This design comes from an exercise in tuning for small area on the open sky130 flow, not from production work. Where RTL was checked, it was by simulation tests only, not by an equivalence proof against the original. Only the layout flow was run in run 2; the RTL was not checked for function there. Power figures rest on the tool's default switching activity, not on a simulated workload.

[design/flow/design.v]
module decode_regfile #(
  parameter int PEND_DEPTH = 4
) (
  input  logic        clk,
  input  logic        rst,
  input  logic [31:0] instr,
  input  logic        instr_valid,
  output logic        instr_ready,
  output logic        r_i_s_instr_types,
  output logic [2:0]  funct3,
  output logic [31:0] a_out,
  output logic [31:0] b_out,
  output logic        out_valid,
  input  logic [31:0] wb_data,
  input  logic        wb_valid,
  output logic        illegal_instr,
  output logic        wb_underflow,
  input  logic [4:0]  dbg_addr,
  output logic [31:0] dbg_data
);
  localparam logic [6:0] OP_R   = 7'b0110011;
  localparam logic [6:0] OP_I   = 7'b0010011;
  localparam logic [6:0] OP_S   = 7'b0100011;
  localparam logic [6:0] OP_LUI = 7'b0110111;
  logic [31:1][31:0] rf, rf_d;
  logic [31:1]       rv;
  logic              ph;
  logic [4:0]        pend_rd [4];
  logic [3:0]        pend_vld;
  logic [1:0]        head, tail;
  logic [4:0]  rs1, rs2, rd;
  logic        is_r, is_i, is_s, is_l, legal, use_rs1, use_rs2;
  logic        full, empty, hazard, fire, vld_p0, pop;
  logic        en_a, en_b, sel_imm, hold;
  logic [4:0]  wrow;
  logic [31:1] we, we_n, s1, s2, sd;
  logic        pa, pb, pd;
  logic [31:0] wcol, imm, a_d, b_d;
  assign rs1 = instr[19:15];
  assign rs2 = instr[24:20];
  assign rd  = instr[11:7];
  assign is_r    = instr[6:0] == OP_R;
  assign is_i    = instr[6:0] == OP_I;
  assign is_s    = instr[6:0] == OP_S;
  assign is_l    = instr[6:0] == OP_LUI;
  assign legal   = is_r | is_i | is_s | is_l;
  assign use_rs1 = is_r | is_i | is_s;
  assign use_rs2 = is_r | is_s;
  always_comb begin
    hazard = 1'b0;
    for (int i = 0; i < 4; i++) begin
      if (pend_vld[i] && pend_rd[i] != 5'd0 &&
          ((use_rs1 && pend_rd[i] == rs1) || (use_rs2 && pend_rd[i] == rs2)))
        hazard = 1'b1;
    end
  end
  assign full        = &pend_vld;
  assign empty       = ~|pend_vld;
  assign instr_ready = !full && !hazard;
  assign fire        = instr_valid && instr_ready;
  assign vld_p0      = fire && legal;
  assign pop         = wb_valid && !empty;
  assign wrow        = pend_rd[head];
  assign hold    = !vld_p0;
  assign en_a    = vld_p0 && !instr[2];
  assign en_b    = vld_p0 && !instr[2] && instr[5] && instr[4];
  assign sel_imm = vld_p0 && !(!instr[2] && instr[5] && instr[4]);
  logic [7:0] h1, h2, hd, hw;
  logic [3:0] l1, l2, ld, lw;
  always_comb begin
    for (int k = 0; k < 8; k++) begin
      h1[k] = rs1[4:2] == 3'(k);
      h2[k] = rs2[4:2] == 3'(k);
      hd[k] = dbg_addr[4:2] == 3'(k);
      hw[k] = wrow[4:2] == 3'(k);
    end
    for (int k = 0; k < 4; k++) begin
      l1[k] = en_a && rs1[1:0] == 2'(k);
      l2[k] = en_b && rs2[1:0] == 2'(k);
      ld[k] = dbg_addr[1:0] == 2'(k);
      lw[k] = pop && wrow[1:0] == 2'(k);
    end
  end
  logic [31:1] s1_n, s2_n, sd_n, wn0, we0;
  for (genvar i = 1; i < 32; i++) begin : g_sel
    drf_nand3 u_s1n (.a(h1[i/4]), .b(l1[i%4]), .c(rv[i]), .y(s1_n[i]));
    drf_inv   u_s1  (.a(s1_n[i]), .y(s1[i]));
    drf_nand3 u_s2n (.a(h2[i/4]), .b(l2[i%4]), .c(rv[i]), .y(s2_n[i]));
    drf_inv   u_s2  (.a(s2_n[i]), .y(s2[i]));
    drf_nand3 u_sdn (.a(hd[i/4]), .b(ld[i%4]), .c(rv[i]), .y(sd_n[i]));
    drf_inv   u_sd  (.a(sd_n[i]), .y(sd[i]));
    drf_nand2 u_wn0 (.a(hw[i/4]), .b(lw[i%4]), .y(wn0[i]));
    drf_inv   u_we  (.a(wn0[i]), .y(we[i]));
    drf_inv   u_wn  (.a(we[i]), .y(we_n[i]));
  end
  logic [31:0] rvx;
  logic [7:0]  gd;
  assign rvx = {rv, 1'b0};
  always_comb begin
    for (int k = 0; k < 8; k++)
      gd[k] = |(ld & rvx[4*k +: 4]);
  end
  assign pa = ph && (|s1);
  assign pb = ph && (|s2);
  assign pd = ph && (|(hd & gd));
  always_comb begin
    if (instr[2])         imm = {instr[31:12], 12'd0};
    else if (!instr[4])   imm = {{20{instr[31]}}, instr[31:25], instr[11:7]};
    else                  imm = {{20{instr[31]}}, instr[31:20]};
  end
  logic [31:0] wcol_n;
  for (genvar j = 0; j < 32; j++) begin : g_wcol
    drf_xnor2 u_x (.a(wb_data[j]), .b(ph), .y(wcol_n[j]));
    drf_inv   u_i (.a(wcol_n[j]), .y(wcol[j]));
  end
  for (genvar i = 1; i < 32; i++) begin : g_row
    for (genvar j = 0; j < 32; j++) begin : g_bit
      drf_o22ai u_w (.a1(rf[i][j]), .a2(we[i]), .b1(we_n[i]), .b2(wcol[j]), .y(rf_d[i][j]));
    end
  end
  for (genvar j = 0; j < 32; j++) begin : g_col
    logic [31:0] ia, ib, da, db;
    logic [31:1] id, dd;
    for (genvar i = 1; i < 32; i++) begin : g_in
      assign ia[i] = s1[i];
      assign ib[i] = s2[i];
      assign id[i] = sd[i];
      assign da[i] = rf[i][j];
      assign db[i] = rf[i][j];
      assign dd[i] = rf[i][j];
    end
    assign ia[0] = hold;
    assign da[0] = a_out[j];
    assign ib[0] = hold;
    assign db[0] = b_out[j];
    drf_rd32a u_a (.s(ia), .d(da), .p(pa), .y(a_d[j]));
    drf_rd32 u_b (.s(ib), .d(db), .x(imm[j]), .xs(sel_imm), .p(pb), .y(b_d[j]));
    drf_rd31 u_d (.s(id), .d(dd), .p(pd), .y(dbg_data[j]));
  end
  always_ff @(posedge clk or posedge rst) begin
    if (rst) begin
      head     <= '0;
      tail     <= '0;
      pend_vld <= '0;
    end else begin
      if (pop) begin
        pend_vld[head] <= 1'b0;
        head           <= head + 1'b1;
      end
      if (vld_p0) begin
        pend_vld[tail] <= 1'b1;
        tail           <= tail + 1'b1;
      end
    end
  end
  always_ff @(posedge clk) begin
    if (vld_p0) pend_rd[tail] <= instr[4] ? rd : 5'd0;
  end
  always_ff @(posedge clk or posedge rst) begin
    if (rst) begin
      rv <= '0;
      ph <= 1'b0;
    end else begin
      rv <= rv | we;
      ph <= !ph;
    end
  end
  always_ff @(posedge clk) begin
    rf <= rf_d;
  end
  always_ff @(posedge clk or posedge rst) begin
    if (rst) begin
      out_valid         <= 1'b0;
      illegal_instr     <= 1'b0;
      wb_underflow      <= 1'b0;
      funct3            <= '0;
      r_i_s_instr_types <= 1'b0;
      a_out             <= '0;
      b_out             <= '0;
    end else begin
      out_valid     <= vld_p0;
      illegal_instr <= fire && !legal;
      if (wb_valid && empty) wb_underflow <= 1'b1;
      if (fire) funct3 <= instr[14:12];
      if (vld_p0) r_i_s_instr_types <= instr[4] && !instr[2];
      a_out <= a_d;
      b_out <= b_d;
    end
  end
endmodule
module drf_o22ai (input logic a1, a2, b1, b2, output logic y);
  assign y = ~((a1 | a2) & (b1 | b2));
endmodule
module drf_a222oi (input logic a1, a2, b1, b2, c1, c2, output logic y);
  assign y = ~((a1 & a2) | (b1 & b2) | (c1 & c2));
endmodule
module drf_inv (input logic a, output logic y);
  assign y = ~a;
endmodule
module drf_nand2 (input logic a, b, output logic y);
  assign y = ~(a & b);
endmodule
module drf_nand3 (input logic a, b, c, output logic y);
  assign y = ~(a & b & c);
endmodule
module drf_nand4 (input logic a, b, c, d, output logic y);
  assign y = ~(a & b & c & d);
endmodule
module drf_or3 (input logic a, b, c, output logic y);
  assign y = a | b | c;
endmodule
module drf_xnor2 (input logic a, b, output logic y);
  assign y = ~(a ^ b);
endmodule
module drf_xor2 (input logic a, b, output logic y);
  assign y = a ^ b;
endmodule
module drf_rd32 (
  input  logic [31:0] s, d,
  input  logic        x, xs, p,
  output logic        y
);
  logic [10:0] t;
  logic [2:0]  u;
  logic        v;
  for (genvar k = 0; k < 10; k++) begin : g_l1
    drf_a222oi u_l1 (.a1(s[3*k]), .a2(d[3*k]), .b1(s[3*k+1]), .b2(d[3*k+1]),
                     .c1(s[3*k+2]), .c2(d[3*k+2]), .y(t[k]));
  end
  drf_a222oi u_l1x (.a1(s[30]), .a2(d[30]), .b1(s[31]), .b2(d[31]), .c1(xs), .c2(x), .y(t[10]));
  drf_nand4 u_l2a (.a(t[0]), .b(t[1]), .c(t[2]), .d(t[3]), .y(u[0]));
  drf_nand4 u_l2b (.a(t[4]), .b(t[5]), .c(t[6]), .d(t[7]), .y(u[1]));
  drf_nand3 u_l2c (.a(t[8]), .b(t[9]), .c(t[10]), .y(u[2]));
  drf_or3   u_l3  (.a(u[0]), .b(u[1]), .c(u[2]), .y(v));
  drf_xor2  u_l4  (.a(v), .b(p), .y(y));
endmodule
module drf_rd32a (
  input  logic [31:0] s, d,
  input  logic        p,
  output logic        y
);
  logic [11:0] t;
  logic [2:0]  u;
  logic        v;
  for (genvar k = 0; k < 10; k++) begin : g_l1
    drf_a222oi u_l1 (.a1(s[3*k]), .a2(d[3*k]), .b1(s[3*k+1]), .b2(d[3*k+1]),
                     .c1(s[3*k+2]), .c2(d[3*k+2]), .y(t[k]));
  end
  drf_nand2 u_l1x (.a(s[30]), .b(d[30]), .y(t[10]));
  drf_nand2 u_l1y (.a(s[31]), .b(d[31]), .y(t[11]));
  drf_nand4 u_l2a (.a(t[0]), .b(t[1]), .c(t[2]), .d(t[3]), .y(u[0]));
  drf_nand4 u_l2b (.a(t[4]), .b(t[5]), .c(t[6]), .d(t[7]), .y(u[1]));
  drf_nand4 u_l2c (.a(t[8]), .b(t[9]), .c(t[10]), .d(t[11]), .y(u[2]));
  drf_or3   u_l3  (.a(u[0]), .b(u[1]), .c(u[2]), .y(v));
  drf_xor2  u_l4  (.a(v), .b(p), .y(y));
endmodule
module drf_rd31 (
  input  logic [31:1] s, d,
  input  logic        p,
  output logic        y
);
  logic [10:0] t;
  logic [2:0]  u;
  logic        v;
  for (genvar k = 0; k < 10; k++) begin : g_l1
    drf_a222oi u_l1 (.a1(s[3*k+1]), .a2(d[3*k+1]), .b1(s[3*k+2]), .b2(d[3*k+2]),
                     .c1(s[3*k+3]), .c2(d[3*k+3]), .y(t[k]));
  end
  drf_nand2 u_l1x (.a(s[31]), .b(d[31]), .y(t[10]));
  drf_nand4 u_l2a (.a(t[0]), .b(t[1]), .c(t[2]), .d(t[3]), .y(u[0]));
  drf_nand4 u_l2b (.a(t[4]), .b(t[5]), .c(t[6]), .d(t[7]), .y(u[1]));
  drf_nand3 u_l2c (.a(t[8]), .b(t[9]), .c(t[10]), .y(u[2]));
  drf_or3   u_l3  (.a(u[0]), .b(u[1]), .c(u[2]), .y(v));
  drf_xor2  u_l4  (.a(v), .b(p), .y(y));
endmodule
[design/flow/flow/run.sh]
#!/bin/bash
# The standard layout (standard.sh) in two calls:
#  1. the standard synthesis, unchanged;
#  2. the rest of the ORFS flow with three knobs changed: port buffers use the smallest
#     buffer cell; clock tree synthesis uses clkbuf_16 with up to 25 sinks per leaf buffer
#     (110 um cluster diameter) and inserts no dummy loads; and the resizer may not use the strongest (_4 and up, except
#     buf_4) logic and buffer cells, on top of the platform's own don't-use list.
# make's full output goes to synth.log and layout.log here; ORFS keeps each step's log
# under orfs/logs/.
set -euo pipefail
PLATFORM_DONT_USE="sky130_fd_sc_hd__probe_p_8 sky130_fd_sc_hd__probec_p_8 sky130_fd_sc_hd__lpflow_bleeder_1 sky130_fd_sc_hd__lpflow_clkbufkapwr_1 sky130_fd_sc_hd__lpflow_clkbufkapwr_16 sky130_fd_sc_hd__lpflow_clkbufkapwr_2 sky130_fd_sc_hd__lpflow_clkbufkapwr_4 sky130_fd_sc_hd__lpflow_clkbufkapwr_8 sky130_fd_sc_hd__lpflow_clkinvkapwr_1 sky130_fd_sc_hd__lpflow_clkinvkapwr_16 sky130_fd_sc_hd__lpflow_clkinvkapwr_2 sky130_fd_sc_hd__lpflow_clkinvkapwr_4 sky130_fd_sc_hd__lpflow_clkinvkapwr_8 sky130_fd_sc_hd__lpflow_decapkapwr_12 sky130_fd_sc_hd__lpflow_decapkapwr_3 sky130_fd_sc_hd__lpflow_decapkapwr_4 sky130_fd_sc_hd__lpflow_decapkapwr_6 sky130_fd_sc_hd__lpflow_decapkapwr_8 sky130_fd_sc_hd__lpflow_inputiso0n_1 sky130_fd_sc_hd__lpflow_inputiso0p_1 sky130_fd_sc_hd__lpflow_inputiso1n_1 sky130_fd_sc_hd__lpflow_inputiso1p_1 sky130_fd_sc_hd__lpflow_inputisolatch_1 sky130_fd_sc_hd__lpflow_isobufsrc_1 sky130_fd_sc_hd__lpflow_isobufsrc_16 sky130_fd_sc_hd__lpflow_isobufsrc_2 sky130_fd_sc_hd__lpflow_isobufsrc_4 sky130_fd_sc_hd__lpflow_isobufsrc_8 sky130_fd_sc_hd__lpflow_isobufsrckapwr_16 sky130_fd_sc_hd__lpflow_lsbuf_lh_hl_isowell_tap_1 sky130_fd_sc_hd__lpflow_lsbuf_lh_hl_isowell_tap_2 sky130_fd_sc_hd__lpflow_lsbuf_lh_hl_isowell_tap_4 sky130_fd_sc_hd__lpflow_lsbuf_lh_isowell_4 sky130_fd_sc_hd__lpflow_lsbuf_lh_isowell_tap_1 sky130_fd_sc_hd__lpflow_lsbuf_lh_isowell_tap_2 sky130_fd_sc_hd__lpflow_lsbuf_lh_isowell_tap_4"
EXTRA_DONT_USE="sky130_fd_sc_hd__a2111o_4 sky130_fd_sc_hd__a2111oi_4 sky130_fd_sc_hd__a211o_4 sky130_fd_sc_hd__a211oi_4 sky130_fd_sc_hd__a21bo_4 sky130_fd_sc_hd__a21boi_4 sky130_fd_sc_hd__a21o_4 sky130_fd_sc_hd__a21oi_4 sky130_fd_sc_hd__a221o_4 sky130_fd_sc_hd__a221oi_4 sky130_fd_sc_hd__a22o_4 sky130_fd_sc_hd__a22oi_4 sky130_fd_sc_hd__a2bb2o_4 sky130_fd_sc_hd__a2bb2oi_4 sky130_fd_sc_hd__a311o_4 sky130_fd_sc_hd__a311oi_4 sky130_fd_sc_hd__a31o_4 sky130_fd_sc_hd__a31oi_4 sky130_fd_sc_hd__a32o_4 sky130_fd_sc_hd__a32oi_4 sky130_fd_sc_hd__a41o_4 sky130_fd_sc_hd__a41oi_4 sky130_fd_sc_hd__and2_4 sky130_fd_sc_hd__and2b_4 sky130_fd_sc_hd__and3_4 sky130_fd_sc_hd__and3b_4 sky130_fd_sc_hd__and4_4 sky130_fd_sc_hd__and4b_4 sky130_fd_sc_hd__and4bb_4 sky130_fd_sc_hd__buf_12 sky130_fd_sc_hd__buf_16 sky130_fd_sc_hd__buf_6 sky130_fd_sc_hd__buf_8 sky130_fd_sc_hd__bufbuf_16 sky130_fd_sc_hd__bufbuf_8 sky130_fd_sc_hd__bufinv_16 sky130_fd_sc_hd__bufinv_8 sky130_fd_sc_hd__dfstp_4 sky130_fd_sc_hd__dlclkp_4 sky130_fd_sc_hd__dlrtn_4 sky130_fd_sc_hd__dlrtp_4 sky130_fd_sc_hd__dlxtn_4 sky130_fd_sc_hd__ebufn_4 sky130_fd_sc_hd__ebufn_8 sky130_fd_sc_hd__einvn_4 sky130_fd_sc_hd__einvn_8 sky130_fd_sc_hd__einvp_4 sky130_fd_sc_hd__einvp_8 sky130_fd_sc_hd__fa_4 sky130_fd_sc_hd__ha_4 sky130_fd_sc_hd__inv_12 sky130_fd_sc_hd__inv_16 sky130_fd_sc_hd__inv_4 sky130_fd_sc_hd__inv_6 sky130_fd_sc_hd__inv_8 sky130_fd_sc_hd__maj3_4 sky130_fd_sc_hd__mux2_4 sky130_fd_sc_hd__mux2_8 sky130_fd_sc_hd__mux2i_4 sky130_fd_sc_hd__mux4_4 sky130_fd_sc_hd__nand2_4 sky130_fd_sc_hd__nand2_8 sky130_fd_sc_hd__nand2b_4 sky130_fd_sc_hd__nand3_4 sky130_fd_sc_hd__nand3b_4 sky130_fd_sc_hd__nand4_4 sky130_fd_sc_hd__nand4b_4 sky130_fd_sc_hd__nand4bb_4 sky130_fd_sc_hd__nor2_4 sky130_fd_sc_hd__nor2_8 sky130_fd_sc_hd__nor2b_4 sky130_fd_sc_hd__nor3_4 sky130_fd_sc_hd__nor3b_4 sky130_fd_sc_hd__nor4_4 sky130_fd_sc_hd__nor4b_4 sky130_fd_sc_hd__nor4bb_4 sky130_fd_sc_hd__o2111a_4 sky130_fd_sc_hd__o2111ai_4 sky130_fd_sc_hd__o211a_4 sky130_fd_sc_hd__o211ai_4 sky130_fd_sc_hd__o21a_4 sky130_fd_sc_hd__o21ai_4 sky130_fd_sc_hd__o21ba_4 sky130_fd_sc_hd__o21bai_4 sky130_fd_sc_hd__o221a_4 sky130_fd_sc_hd__o221ai_4 sky130_fd_sc_hd__o22a_4 sky130_fd_sc_hd__o22ai_4 sky130_fd_sc_hd__o2bb2a_4 sky130_fd_sc_hd__o2bb2ai_4 sky130_fd_sc_hd__o311a_4 sky130_fd_sc_hd__o311ai_4 sky130_fd_sc_hd__o31a_4 sky130_fd_sc_hd__o31ai_4 sky130_fd_sc_hd__o32a_4 sky130_fd_sc_hd__o32ai_4 sky130_fd_sc_hd__o41a_4 sky130_fd_sc_hd__o41ai_4 sky130_fd_sc_hd__or2_4 sky130_fd_sc_hd__or2b_4 sky130_fd_sc_hd__or3_4 sky130_fd_sc_hd__or3b_4 sky130_fd_sc_hd__or4_4 sky130_fd_sc_hd__or4b_4 sky130_fd_sc_hd__or4bb_4 sky130_fd_sc_hd__sdfstp_4 sky130_fd_sc_hd__sdlclkp_4 sky130_fd_sc_hd__xnor2_4 sky130_fd_sc_hd__xnor3_4 sky130_fd_sc_hd__xor2_4 sky130_fd_sc_hd__xor3_4 "
bash standard.sh synth > synth.log 2>&1
bash standard.sh \
  'BUFFER_PORTS_ARGS=-buffer_cell sky130_fd_sc_hd__buf_1' \
  'CTS_ARGS=-sink_clustering_enable -repair_clock_nets -dont_use_dummy_load -sink_clustering_size 25 -sink_clustering_max_diameter 110 -buf_list sky130_fd_sc_hd__clkbuf_16' \
  "DONT_USE_CELLS=$PLATFORM_DONT_USE $EXTRA_DONT_USE" \
  finish > layout.log 2>&1
[design/flow/standard.sh]
#!/bin/bash
# synth_recipe.tcl (not shown) runs the flow's synth.tcl, then flattens the netlist and writes it again
# the make line also repeats each setting of config.mk as NAME=value (left out here)
make -C /OpenROAD-flow-scripts/flow DESIGN_CONFIG=/design/flow/config.mk WORK_HOME=/design/flow/orfs CLKGATE_MAP_FILE= SYNTH_SCRIPT=/design/flow/synth_recipe.tcl "${@:-finish}"
[design/flow/config.mk]
export PLATFORM = sky130hd
export DESIGN_NAME = decode_regfile
export DESIGN_NICKNAME = decode_regfile
export VERILOG_FILES = /design/flow/design.v
export SDC_FILE = /design/flow/constraint.sdc
export NUM_CORES = 8
export LEC_CHECK = 0
export CAP_MARGIN = 20
export CELL_PAD_IN_SITES_DETAIL_PLACEMENT = 1
export CELL_PAD_IN_SITES_GLOBAL_PLACEMENT = 1
export CORE_MARGIN = 2
export CORE_UTILIZATION = 45
export PLACE_DENSITY = 0.55
export SETUP_SLACK_MARGIN = 0.6
export SLEW_MARGIN = 20
export SYNTH_HIERARCHICAL = 1
[design/flow/constraint.sdc]
create_clock -name core_clock -period 6.5 [get_ports {clk}]
set_input_delay 1.3000 -clock core_clock [delete_from_list [all_inputs] [get_ports {clk}]]
set_output_delay 1.3000 -clock core_clock [all_outputs]
set_load 0.01 [all_outputs]
==> results of run 1 <==
## kinds of logic after synthesis
kind of cell / after synthesis / share of synthesized area, %
simple gates: 818 / 9.40
flops: 1123 / 49.3
fa+ha+maj: 12 / 0.319
xor+xnor: 170 / 3.16
buf+inv: 262 / 2.41
compound gates: 2009 / 34.6
mux: 23 / 0.823
## worst register-to-register path: stages (launching register included)
cell and delay (ps):
edfxtp_1 480, or4_1 550, o21ai_1 160, o22ai_1 120, a21oi_2 220, nand4_2 350, nor4_2 310, buf_2 370
nand3_1 150, inv_1 580, nor4_1 130, nand4_1 260, nor2_1 100, nor2_2 240, buf_4 420, buf_4 290
xor2_1 240
## per-module statistics from Yosys, one instance, submodules excluded, a selection
module | cell area (um^2) | times used
drf_o22ai | 6.26 | 992
drf_nand2 | 3.75 | 127
drf_a222oi | 10.0 | 992
drf_inv | 3.75 | 187
drf_or3 | 6.26 | 96
drf_xnor2 | 8.76 | 32
## per-layer routing
| metal | part of all wire, % | wire length, um |
|---|---|---|
| met2 | 39 | 113000 |
| met3 | 16 | 45900 |
| met4 | 9.9 | 28400 |
| met1 | 35 | 101000 |
| met5 | 0.074 | 213 |
## metrics by stage
| step | hold WS [ps] | instances | area (um^2) | total power, mW | utilization, % |
|---|---|---|---|---|---|
| after floorplan | 463 | 4417 | 47200 | 14.0 | - |
| after global placement | 440 | 6260 | 51000 | 15.6 | 49.3 |
| after detailed placement | 474 | 6262 | 51100 | 15.9 | 49.3 |
| after CTS | 498 | 6320 | 52400 | 19.5 | 50.5 |
| after global routing | 515 | 6328 | 52500 | 20.5 | 50.6 |
| final | 484 | 6333 | 52500 | 19.8 | 50.6 |
## layout make-up
type | instances | area (um^2)
fill | 11600 | 51200
sequential | 1123 | 23200
multi-input combinational | 3032 | 22800
timing repair buffer | 531 | 2620
tap | 1380 | 1730
clock buffer | 51 | 1280
inverter | 205 | 782
antenna | 11 | 27.5
## path summary, 6_finish.rpt
check	start	to	cells past startpoint
worst max-delay path	dbg_addr[3]	dbg_data[13]	12
worst min-delay path	wb_underflow	wb_underflow	1
worst max register to register	pend_rd[2][4]	b_out[19]	16
worst min register to register	wb_underflow	wb_underflow	1
max in group asynchronous	rst	a_out[23]	3
min in group asynchronous	rst	funct3[0]	2
## cells in the final DEF (no fill, tap or decap), drive strengths merged, types with 5 or more instances in the layout
cell type	n
o22ai	993
a222oi	992
dfxtp	992
buf	514
nand4	229
inv	194
nand2	184
nand3	162
xor2	126
dfrtp	111
or3	96
clkbuf	67
xnor2	44
nor2	32
or2	31
nor4	22
edfxtp	20
nor3	14
mux4	12
ha	12
diode	11
nor3b	11
nor2b	10
clkinv	9
and2	7
o21ai	7
mux2	6
mux2i	5
## state kept, by name, indices dropped and copies added, names as in the netlist
register,cells
pend_rd,20
tail,2
a_out,32
out_valid,1
wb_underflow,1
b_out,32
head,2
illegal_instr,1
pend_vld,4
r_i_s_instr_types,1
rv,31
funct3,3
rf,992
ph,1
## timing repair
action                                 in CTS  in global routing
resized for setup                           5                  7
setup buffers                               7                  0
setup endpoints to repair                   9                 22
endpoints found under the hold margin       0                  0
pin swaps                                   0                  1
## power by group through the flow
| stage | sequential, mW | clock, mW | combinational [mW] |
|---|---|---|---|
| final | 13.1 | 3.79 | 2.96 |
| after global routing | 13.3 | 3.97 | 3.19 |
| after CTS | 12.9 | 3.75 | 2.87 |
| after detailed placement | 13.0 | 0 | 2.88 |
| after global placement | 12.9 | 0 | 2.70 |
| after floorplan | 11.8 | 0 | 2.19 |
==> impl_metrics.toml, run 1 <==
[setup_path]
critPathLaunchType = "input pin"
path_max_fanout = 8
crit_family = "simple AND/OR/NAND/NOR gates"
slowest_delay_ps = 540
crit_chain = "buf_1 > nor3b_1 > buf_1 > nand3_1 > clkinvlp_4 > buf_1 > buf_4 > a222oi_1 > nand4_1 > or3_1 > xor2_1 > buf_1"
critPathBufInv = 6
path_class = "in2out"
slowest_stage = "or3_1"
cp-end-kind = "output port"
arrival_ps = 4710
crit_required_ps = 5200
worst_path_most_repeated_cell = "buf_1"
r2r_setup_slack_ps = 1430

[global_routing]
grt_pass1_vias = 51700
grt_max_degree = 60
grt_overflow_total = 0
use_met1_pct = 66.5
met2_usage_pct = 70.9
antenna_found_initial = 19
track_usage_pct = 51.3
grt.busiest_layer = "met2"
grt_pass1_wl_mm = 398
met3_usage_pct = 15.4

[power_and_ir_drop]
swShare_pct = 36.4
p_clk_share_pct = 19.1
internal-power_mw = 12.6
power.density_nw_per_um2 = 378
pwr-share-comb_pct = 14.9
leakage_nw = 20.0
p_sw_mw = 7.21
peakVddDrop_mv = 0.304
power_frac_seq_pct = 66.0

[route]
ant_nets = 0
num_vias = 55300
wl_per_cell_um = 45.5
drt_first_iter_violations = 16100
post_drt_via_cell_ratio = 8.73
post-route-drc-count = 0
routed_wl_mm = 288
first_pass_iters = 20

[clocking]
tritoncts = "done"
numCtsBuffers = 51
cts_sinks = 1123
cts_max_path_buffers = 3
htree_levels = 2
cts_hold_buf = 0
root_buffer = "clkbuf_16"
worst_skew_pair.late_latency_ps = 730
clk_pin_slew_ps = 110

[status]
status = "complete, no violations"

[placed_design]
pre_cts_ws_ps = 357
numPortBuffers = 176
routabilityCongestion = 1.05
dp_hpwl_mm = 198

[die]
io_pins = 177
initial_core_util_pct = 45.5
die_h_um = 328
dieArea_um2 = 107000
rows = 118
die_w_um = 328
core_area_um2 = 104000

[logic_synthesis]
synth_area_leaders = "dfxtp_1, a222oi_1, o22ai_1"
async_reset_ff_share_pct = 9.88
synth_edf_count = 20
synth_commonest_cells = "o22ai_1, a222oi_1, dfxtp_1"
syn_area_um2 = 47100
synth.avg_cell_area_um2 = 10.7
ys.flop_type = "dfxtp_1"
synth_top_cell_by_area = "dfxtp_1"
synth_most_common_cell = "o22ai_1"
synth_seq_cells = 1123
yosysTopAreaCellShare_pct = 42.1
yosysSeqAreaShare_pct = 49.3
ys_warn_count = 7
syn_inst = 4417
synth.distinct_cells = 49

[sta]
fmax_ghz = 0.166
rsz0062_at_grt = "false"
layout_setup_ws_ps = 486
fin_skew_ps = 48.1
slew_viol_final = 0
finalSetupViolations = 0
final_hold_viol_count = 0
tns_ps = 0
fin_crit_sh_pct = 92.5
slew_headroom_pct = 13.7
worstMarginPinSlew_ps = 1290
min_period_ps = 6010

[worst_hold_path]
min_path_type = "reg2reg"

[final_layout]
nets = 5029
layout-drive-gt1-share_pct = 8.11
area_delta_synth_final_pct = 11.3

[job]
max_cap_violations = 0
==> run 2, diff against run 1 <==
--- a/design/flow/design.v
+++ b/design/flow/design.v
@@ -66,42 +66,16 @@
   assign en_b    = vld_p0 && !instr[2] && instr[5] && instr[4];
   assign sel_imm = vld_p0 && !(!instr[2] && instr[5] && instr[4]);
-  logic [7:0] h1, h2, hd, hw;
-  logic [3:0] l1, l2, ld, lw;
   always_comb begin
-    for (int k = 0; k < 8; k++) begin
-      h1[k] = rs1[4:2] == 3'(k);
-      h2[k] = rs2[4:2] == 3'(k);
-      hd[k] = dbg_addr[4:2] == 3'(k);
-      hw[k] = wrow[4:2] == 3'(k);
-    end
-    for (int k = 0; k < 4; k++) begin
-      l1[k] = en_a && rs1[1:0] == 2'(k);
-      l2[k] = en_b && rs2[1:0] == 2'(k);
-      ld[k] = dbg_addr[1:0] == 2'(k);
-      lw[k] = pop && wrow[1:0] == 2'(k);
-    end
-  end
-  logic [31:1] s1_n, s2_n, sd_n, wn0, we0;
-  for (genvar i = 1; i < 32; i++) begin : g_sel
-    drf_nand3 u_s1n (.a(h1[i/4]), .b(l1[i%4]), .c(rv[i]), .y(s1_n[i]));
-    drf_inv   u_s1  (.a(s1_n[i]), .y(s1[i]));
-    drf_nand3 u_s2n (.a(h2[i/4]), .b(l2[i%4]), .c(rv[i]), .y(s2_n[i]));
-    drf_inv   u_s2  (.a(s2_n[i]), .y(s2[i]));
-    drf_nand3 u_sdn (.a(hd[i/4]), .b(ld[i%4]), .c(rv[i]), .y(sd_n[i]));
-    drf_inv   u_sd  (.a(sd_n[i]), .y(sd[i]));
-    drf_nand2 u_wn0 (.a(hw[i/4]), .b(lw[i%4]), .y(wn0[i]));
-    drf_inv   u_we  (.a(wn0[i]), .y(we[i]));
-    drf_inv   u_wn  (.a(we[i]), .y(we_n[i]));
-  end
-  logic [31:0] rvx;
-  logic [7:0]  gd;
-  assign rvx = {rv, 1'b0};
-  always_comb begin
-    for (int k = 0; k < 8; k++)
-      gd[k] = |(ld & rvx[4*k +: 4]);
+    for (int i = 1; i < 32; i++) begin
+      we[i]   = pop && wrow == 5'(i);
+      we_n[i] = !we[i];
+      s1[i]   = en_a && rs1 == 5'(i) && rv[i];
+      s2[i]   = en_b && rs2 == 5'(i) && rv[i];
+      sd[i]   = dbg_addr == 5'(i) && rv[i];
+    end
   end
   assign pa = ph && (|s1);
   assign pb = ph && (|s2);
-  assign pd = ph && (|(hd & gd));
+  assign pd = ph && (|sd);
   always_comb begin
     if (instr[2])         imm = {instr[31:12], 12'd0};
@@ -109,9 +83,5 @@
     else                  imm = {{20{instr[31]}}, instr[31:20]};
   end
-  logic [31:0] wcol_n;
-  for (genvar j = 0; j < 32; j++) begin : g_wcol
-    drf_xnor2 u_x (.a(wb_data[j]), .b(ph), .y(wcol_n[j]));
-    drf_inv   u_i (.a(wcol_n[j]), .y(wcol[j]));
-  end
+  assign wcol = wb_data ^ {32{ph}};
   for (genvar i = 1; i < 32; i++) begin : g_row
     for (genvar j = 0; j < 32; j++) begin : g_bit
@@ -120,6 +90,6 @@
   end
   for (genvar j = 0; j < 32; j++) begin : g_col
-    logic [31:0] ia, ib, da, db;
-    logic [31:1] id, dd;
+    logic [31:0] ia, ib, id;
+    logic [31:0] da, db, dd;
     for (genvar i = 1; i < 32; i++) begin : g_in
       assign ia[i] = s1[i];
@@ -134,7 +104,9 @@
     assign ib[0] = hold;
     assign db[0] = b_out[j];
-    drf_rd32a u_a (.s(ia), .d(da), .p(pa), .y(a_d[j]));
+    assign id[0] = 1'b0;
+    assign dd[0] = 1'b0;
+    drf_rd32 u_a (.s(ia), .d(da), .x(1'b0), .xs(1'b0), .p(pa), .y(a_d[j]));
     drf_rd32 u_b (.s(ib), .d(db), .x(imm[j]), .xs(sel_imm), .p(pb), .y(b_d[j]));
-    drf_rd31 u_d (.s(id), .d(dd), .p(pd), .y(dbg_data[j]));
+    drf_rd31 u_d (.s(id[31:1]), .d(dd[31:1]), .p(pd), .y(dbg_data[j]));
   end
   always_ff @(posedge clk or posedge rst) begin
@@ -195,6 +167,6 @@
   assign y = ~((a1 & a2) | (b1 & b2) | (c1 & c2));
 endmodule
-module drf_inv (input logic a, output logic y);
-  assign y = ~a;
+module drf_a22oi (input logic a1, a2, b1, b2, output logic y);
+  assign y = ~((a1 & a2) | (b1 & b2));
 endmodule
 module drf_nand2 (input logic a, b, output logic y);
@@ -209,7 +181,4 @@
 module drf_or3 (input logic a, b, c, output logic y);
   assign y = a | b | c;
-endmodule
-module drf_xnor2 (input logic a, b, output logic y);
-  assign y = ~(a ^ b);
 endmodule
 module drf_xor2 (input logic a, b, output logic y);
@@ -235,24 +204,4 @@
   drf_xor2  u_l4  (.a(v), .b(p), .y(y));
 endmodule
-module drf_rd32a (
-  input  logic [31:0] s, d,
-  input  logic        p,
-  output logic        y
-);
-  logic [11:0] t;
-  logic [2:0]  u;
-  logic        v;
-  for (genvar k = 0; k < 10; k++) begin : g_l1
-    drf_a222oi u_l1 (.a1(s[3*k]), .a2(d[3*k]), .b1(s[3*k+1]), .b2(d[3*k+1]),
-                     .c1(s[3*k+2]), .c2(d[3*k+2]), .y(t[k]));
-  end
-  drf_nand2 u_l1x (.a(s[30]), .b(d[30]), .y(t[10]));
-  drf_nand2 u_l1y (.a(s[31]), .b(d[31]), .y(t[11]));
-  drf_nand4 u_l2a (.a(t[0]), .b(t[1]), .c(t[2]), .d(t[3]), .y(u[0]));
-  drf_nand4 u_l2b (.a(t[4]), .b(t[5]), .c(t[6]), .d(t[7]), .y(u[1]));
-  drf_nand4 u_l2c (.a(t[8]), .b(t[9]), .c(t[10]), .d(t[11]), .y(u[2]));
-  drf_or3   u_l3  (.a(u[0]), .b(u[1]), .c(u[2]), .y(v));
-  drf_xor2  u_l4  (.a(v), .b(p), .y(y));
-endmodule
 module drf_rd31 (
   input  logic [31:1] s, d,
==> design/flow/run.sh (new file) <==
#!/bin/bash
# synth_recipe.tcl (not shown) runs the flow's synth.tcl, then flattens the netlist and writes it again
# the make line also repeats each setting of config.mk as NAME=value (left out here)
make -C /OpenROAD-flow-scripts/flow DESIGN_CONFIG=/design/flow/config.mk WORK_HOME=/design/flow/orfs CLKGATE_MAP_FILE= SYNTH_SCRIPT=/design/flow/synth_recipe.tcl finish
==> design/flow/config.mk (replaced) <==
export PLATFORM = sky130hd
export DESIGN_NAME = decode_regfile
export DESIGN_NICKNAME = decode_regfile
export VERILOG_FILES = /design/flow/design.v
export SDC_FILE = /design/flow/constraint.sdc
export NUM_CORES = 8
export LEC_CHECK = 0
export CAP_MARGIN = 20
export CORE_MARGIN = 2
export CORE_UTILIZATION = 30
export PLACE_DENSITY = 0.5
export SLEW_MARGIN = 20
export SYNTH_HIERARCHICAL = 1
removed: design/flow/flow/run.sh
removed: design/flow/standard.sh
==> impl_metrics.toml, run 2 <==
[status]
status = "finished with violations"
check.faults = "setup timing"

[placed_design]
placedInstanceArea_um2 = 55000
routabilityCongestion = 0.990
dp_hpwl_mm = 194
numPortBuffers = 176
place_inst = 6870

[power_and_ir_drop]
power.density_nw_per_um2 = 332
power_mw = 19.7
internal-power_mw = 13.7
pwr-share-comb_pct = 12.8
peakVddDrop_mv = 0.238
p_sw_mw = 6.01
p_clk_share_pct = 38.7
swShare_pct = 30.5
leakage_nw = 20.8
power_frac_seq_pct = 48.5

[worst_hold_path]
min_path_type = "reg2reg"

[logic_synthesis]
synth_most_common_cell = "a222oi_1"
synth_area_leaders = "dfxtp_1, a222oi_1, o22ai_1"
synth.avg_cell_area_um2 = 10.8
synth_seq_cells = 1123
yosysSeqAreaShare_pct = 49.0
async_reset_ff_share_pct = 9.88
synth_commonest_cells = "a222oi_1, o22ai_1, dfxtp_1"
syn_inst = 4391
yosysTopAreaCellShare_pct = 41.8
synth_top_cell_by_area = "dfxtp_1"
synth_edf_count = 20
syn_area_um2 = 47500
ys_warn_count = 7
synth.distinct_cells = 60
ys.flop_type = "dfxtp_1"

[die]
io_pins = 177
die_h_um = 402
die_w_um = 402
rows = 145
dieArea_um2 = 161000
core_area_um2 = 157000
initial_core_util_pct = 30.3

[final_layout]
largest_register_ffs = 992
layout-drive-gt1-share_pct = 13.2
area_delta_synth_final_pct = 25.1
fin_area_um2 = 59400
top_regs = "rf x992, a_out x32, b_out x32"
final_cell_count_no_fill = 7112
layout_commonest_cell = "a222oi_1"
mostFrequentLayoutCells = "a222oi_1, o22ai_1, dfxtp_1"
regMostFlops = "rf"
nets = 5019

[job]
max_cap_violations = 0

[setup_path]
critPathBufInv = 4
critPathLaunchType = "input pin"
cp-end-kind = "output port"
crit_family = "simple AND/OR/NAND/NOR gates"
path_class = "in2out"
path_max_fanout = 17
crit_chain = "clkdlybuf4s50_1 > and2_0 > and3_2 > buf_4 > a222oi_1 > nand4_1 > or3_1 > xor2_1 > buf_4 > clkdlybuf4s50_1"
arrival_ps = 5220
slowest_stage = "and3_2"
slowest_delay_ps = 550
crit_required_ps = 5200

[sta]
finalSetupViolations = 3
slew_headroom_pct = 22.5
rsz0062_at_grt = "false"
layout_setup_ws_ps = -16.0
slew_viol_final = 0
min_period_ps = 6520
worstMarginPinSlew_ps = 1160
fin_crit_sh_pct = 100
fmax_ghz = 0.153
fin_skew_ps = 40.3
final_hold_viol_count = 0

[clocking]
root_buffer = "clkbuf_16"
cts_sinks = 1123
worst_skew_pair.late_latency_ps = 780
cts_resized = 0
htree_levels = 3
clk_pin_slew_ps = 60
cts_max_path_buffers = 3
cts_hold_buf = 0
post_cts_buffers = 0
numCtsBuffers = 121
tritoncts = "done"

[route]
wl_per_cell_um = 42.2
first_pass_iters = 15
drt_first_iter_violations = 14500
routed_wl_mm = 300
ant_nets = 0
num_vias = 54800
post_drt_via_cell_ratio = 7.70
post-route-drc-count = 0

[global_routing]
antenna_found_initial = 29
grt_pass1_vias = 50100
grt_pass1_wl_mm = 410
grt_overflow_total = 0
grt_max_degree = 80
track_usage_pct = 35.1
[run 2: cell count changes after synthesis, moves of 20 or more]
cell / change
xor2_1: +38
and3_1: +32
xnor2_1: -38
nand2b_1: +23
inv_1: -162
nor2_1: +20
nand4_1: -35
a222oi_1: +32
nand3_1: -40
nor4_1: +21
clkbuf_1: +21
[run 2: path summary, 6_finish.rpt]
path                          startpoint            to  slack (ps)  cells past startpoint
max                          dbg_addr[1]   dbg_data[9]         -20                     10
min                         wb_underflow  wb_underflow         460                      1
max reg2reg                pend_rd[3][3]      b_out[2]        1610                     15
min reg2reg                 wb_underflow  wb_underflow         460                      1
max in group asynchronous            rst     b_out[20]        4010                      3
min in group asynchronous            rst      a_out[3]        1140                      2
[run 2: routing by layer]
metal  vias to the layer above  share of wire, %  global-route usage (%)
li1                      21500                 -                       -
met1                     27100                37                    45.2
met2                      4987                41                    51.4
met3                      1196                16                    14.0
met4                        26               5.7                    15.8
met5                         -             0.059                       0
[run 2: area by class of cell]
cell class	count	area, um^2
flip-flops and latches	1123	23200
well taps	2058	2570
multi-input cells	3200	24700
diodes	13	32.5
repair buffers	446	4340
inverters	44	175
clock inverters	58	764
clock buffers	170	3580
fillers	15500	97400
[run 2: kinds of logic after synthesis]
| family | count (synthesis) | share of synthesized area (%) |
|---|---|---|
| XOR/XNOR | 170 | 3.14 |
| adder cells (fa/ha/maj) | 10 | 0.264 |
| AND/OR/NAND/NOR | 848 | 9.89 |
| multiplexers | 24 | 0.664 |
| AO/OA/AOI/OAI | 2084 | 35.7 |
| buffers and inverters | 131 | 1.37 |
| other | 1 | 0.00790 |
| flip-flops | 1123 | 49.0 |
[run 2: metrics by stage]
| step | setup slack (ps) | hold WS [ps] | utilization [%] | TNS, ps |
|---|---|---|---|---|
| 5_1_grt | 3.40 | 478 | 37.9 | 0 |
| 4_1_cts | 104 | 466 | 37.8 | 0 |
| 3_3_place_gp | 146 | 448 | 35.1 | 0 |
| 2_1_floorplan | 108 | 463 | - | 0 |
| 6_report | -16.0 | 460 | 37.9 | -45.4 |
| 3_5_place_dp | 138 | 455 | 35.1 | 0 |
[run 2: modules after synthesis (local to each module, per instance), a selection]
module	cells	times used	flops+latches
decode_regfile	1863	1	1123
drf_a222oi	1	1024	0
drf_xor2	1	96	0
drf_nand4	1	192	0
drf_o22ai	1	992	0
drf_or3	1	96	0
drf_nand3	1	96	0
drf_nand2	1	32	0
[run 2: worst register-to-register path: stages, from the launching register on]
cell,delay [ps]
edfxtp_1,510
xor2_1,210
nor4_1,300
a32oi_1,170
o22ai_1,340
a2111oi_4,120
and2_1,240
inv_6,230
buf_12,260
buf_4,360
nor3_2,90
buf_4,360
a222oi_1,400
nand4_1,500
or3_1,540
xor2_1,150
[run 2: power by group through the flow]
stage / combinational [mW] / clock (mW) / sequential, mW
after floorplan: 1.44 / 0 / 9.04
after global placement: 2.39 / 0 / 9.58
after detailed placement: 2.44 / 0 / 9.58
after CTS: 2.44 / 7.65 / 9.45
after global routing: 2.66 / 7.91 / 9.65
final: 2.52 / 7.63 / 9.55

-- separate check: timing with driven ports --
In the flow no input, the clock included, has a driving cell. The finished layouts below were timed again as built, in two steps. Step 1 assumes that a clkbuf_16 drives the clock port and a buf_2 every other input. Step 2, shift: input delay + t, output delay - t, t = (earliest + latest rising clock arrival at the registers) / 2. This alone moves slack from input paths to output paths. Three values: no drivers, after step 1, after step 2; two values: the first two.
| run | shift t [ns] | slack for setup (ns) | hold slack, ns | worst slew at a driven data input, ns | pins driven straight from the clock port |
|---|---|---|---|---|---|
| run 1 | 0.782 | 0.486 / 0.344 / 0.200 | 0.484 / 0.484 / 0.484 | 0.15 | 1 |
| run 2 | 0.843 | -0.016 / -0.156 / -0.156 | 0.460 / 0.460 / 0.460 | 0.14 | 1 |
The setup slack of run 1, which loses most, moves by -0.142 ns with the drivers and by -0.286 ns with both steps.
